What follows belongs to an exercise in optimizing a design on an open flow for small area and a short achievable clock period; a production flow would make more cautious choices.
The RTL was checked by simulation tests, not by an equivalence proof against the original design.
No activity file was given, so power comes from the tool's default toggle rates.

## try-willow
==> flow/design.v (excerpt) <==
module block_data_memory #(
    parameter int LATENCY    = 5,
    parameter int ADDR_WIDTH = 6,
    parameter int DATA_WIDTH = 32
) (
    input  logic                  CLOCK,
    input  logic                  RESET_N,
    input  logic                  READ,
    input  logic                  WRITE,
    input  logic [ADDR_WIDTH-1:0] ADDRESS,
    input  logic [DATA_WIDTH-1:0] WRITEDATA,
    output logic [DATA_WIDTH-1:0] READDATA,
    output logic                  BUSYWAIT
);
Size: roughly 3,400 cells after synthesis, about 0.075 sq mm of cells after synthesis.
clock: 5.5 ns
lec_check: 0
cap_margin: 20
core_margin: 2
core_utilization: 60
cts_buf_list: sky130_fd_sc_hd__clkbuf_8
cts_cluster_size: 30
setup_slack_margin: 3.0
slew_margin: 20
synth_hierarchical: 1
run.sh (not shown) runs the stock make flow with config.mk's settings and CLKGATE_MAP_FILE= SYNTH_SCRIPT=/design/flow/synth_recipe.tcl, a recipe that flattens the netlist after the stock synthesis.
try-willow | stages: all done | timing, DRC, antenna: all pass
--- input diff try-willow..try-ember ---
- a deleted CTS_CLUSTER_SIZE that had been 30
- a deleted CTS_BUF_LIST that had been sky130_fd_sc_hd__clkbuf_8
--- outcome ---
Compared with try-willow, the router placed fewer vias in try-ember. Status: initial core utilization parity (try-ember, try-willow). Final standard cell count with taps included and fillers excluded of try-ember falls short of that of try-willow by a few percent.
diff inputs: try-ember => try-delta
- CORE_UTILIZATION changed from 60 to 75
Results
- According to the power report, total power for try-delta is higher than for try-ember.
- try-delta vs try-ember — global-route total usage across every layer rose 11 points.
- Comparing try-ember and try-delta, the higher worst endpoint data arrival time is on try-delta.
- The initial antenna violation count of try-delta exceeds that of try-ember by 11.
- Higher switching share of total power goes to try-delta over try-ember.

block_data_memory, a different RTL version from the one above (not shown whole).
Size in the first run: about 3100 cells after synthesis, about 2100 flip-flops, ~75 I/O pins, roughly 51000 µm² of cells after synthesis.
Design block_data_memory, start of the top module:
module block_data_memory #(
    parameter int LATENCY    = 5,
    parameter int ADDR_WIDTH = 6,
    parameter int DATA_WIDTH = 32
) (
    input  logic                  CLOCK,
    input  logic                  RESET_N,
    input  logic                  READ,
    input  logic                  WRITE,
    input  logic [ADDR_WIDTH-1:0] ADDRESS,
    input  logic [DATA_WIDTH-1:0] WRITEDATA,
    output logic [DATA_WIDTH-1:0] READDATA,
    output logic                  BUSYWAIT
);
clock: 5.5 ns
lec_check: 0
cap_margin: 20
core_margin: 2
core_utilization: 70
setup_slack_margin: 2.9
slew_margin: 20
synth_hierarchical: 1
standard.sh (not shown) runs the stock make flow with config.mk's settings and CLKGATE_MAP_FILE= SYNTH_SCRIPT=/design/flow/synth_recipe.tcl, a recipe that flattens the netlist after the stock synthesis.
==> flow/flow/run.sh <==
#!/bin/bash
# The standard layout (standard.sh, all steps), with three changes:
# - clock tree synthesis uses larger sink clusters (27 sinks, 75 um) and no
#   dummy loads, so the tree needs far fewer buffers;
# - the port buffers that placement inserts on every input and output are
#   buf_2 cells rather than the delay cells it picks by default;
# - the pins of READ, WRITE, RESET_N and BUSYWAIT are placed as one group
#   (flow/io.tcl), as BUSYWAIT depends on the other three combinationally.
# The make output goes to standard.log here; each step's own log is under
# orfs/logs/.
set -euo pipefail
here=$(cd "$(dirname "${BASH_SOURCE[0]}")/.." && pwd)
cd "$here"
export CTS_ARGS="-sink_clustering_enable -repair_clock_nets -dont_use_dummy_load -sink_clustering_size 27 -sink_clustering_max_diameter 75"
export BUFFER_PORTS_ARGS="-buffer_cell sky130_fd_sc_hd__buf_2"
export IO_CONSTRAINTS="$here/flow/io.tcl"
bash ./standard.sh > "$here/standard.log" 2>&1
==> flow/flow/io.tcl <==
# Keep the request inputs, the reset and BUSYWAIT next to each other on the
# die edge: BUSYWAIT depends on them combinationally.
set_io_pin_constraint -pin_names {READ WRITE RESET_N BUSYWAIT} -group -order
==> next run, changes <==
--- a/flow/flow/run.sh
+++ b/flow/flow/run.sh
@@ -2 +2 @@
-# The standard layout (standard.sh, all steps), with three changes:
+# The standard layout (standard.sh, all steps), with two changes:
@@ -6,3 +6 @@
-#   buf_2 cells rather than the delay cells it picks by default;
-# - the pins of READ, WRITE, RESET_N and BUSYWAIT are placed as one group
-#   (flow/io.tcl), as BUSYWAIT depends on the other three combinationally.
+#   buf_2 cells rather than the delay cells it picks by default.
@@ -16 +13,0 @@
-export IO_CONSTRAINTS="$here/flow/io.tcl"
removed: flow/flow/io.tcl
=> The new run produced a layout that fails on antenna violations. Design area hardly moves. Cell count goes up by about 0.46%. Wire length rose by about 1.8%. Critical path depth came out lower by 5. Die area stays the same. Sequential power hardly moves. Sequential share of layout area goes down by 0.15 points. First-iteration DRC count rises by 4.6%. Power stays flat. Global-route usage increases by 0.35 points.
==> next run, changes <==
- CORE_UTILIZATION: 70 -> 80
Effect: This time the run finished clean. Clock skew came out higher by 0.032 ns. Wire length increases by about 26%. Synthesized area does not change. Design area barely changes. Hold slack is about the same. Die area came out lower by about 12%. Critical path depth climbs by 5. Global-route usage came out higher by 9.8 points. Utilization rose by 12 points. Sequential share of layout area decreases by 0.15 points.

[port drivers added, routing unchanged]
The results above use ideal ports. As a check the final layouts listed here were re-extracted and re-timed, cells and wires unchanged. Step 1 assumes that a clkbuf_16 drives the clock port and a buf_2 every other input. Step 2 moves the port delays by t, midway between the first and last clock arrival at a register: inputs arrive t later, outputs are due t later. That takes back most of the time a late clock gives input paths. Slacks: ideal ports / drivers / drivers and shift; pairs: ideal ports / drivers.
run | t (ns) | slack for setup (ns) | worst setup path at the end
try-willow | 1.068 | 2.524 / 2.454 / 2.557 | input to output
try-ember | 0.897 | 2.686 / 2.607 / 2.677 | input to output
try-delta | 0.876 | 2.292 / 2.292 / 2.292 | register to register
the first run of note 2 | 0.728 | 2.709 / 2.709 / 2.357 | input to register
the second run of note 2 | 0.726 | 2.887 / 2.795 / 2.366 | input to register
the third run of note 2 | 0.748 | 2.356 / 2.356 / 2.068 | input to register
The setup slack of the second run of note 2, which loses most, moves by -0.092 ns with the drivers and by -0.521 ns with both steps.
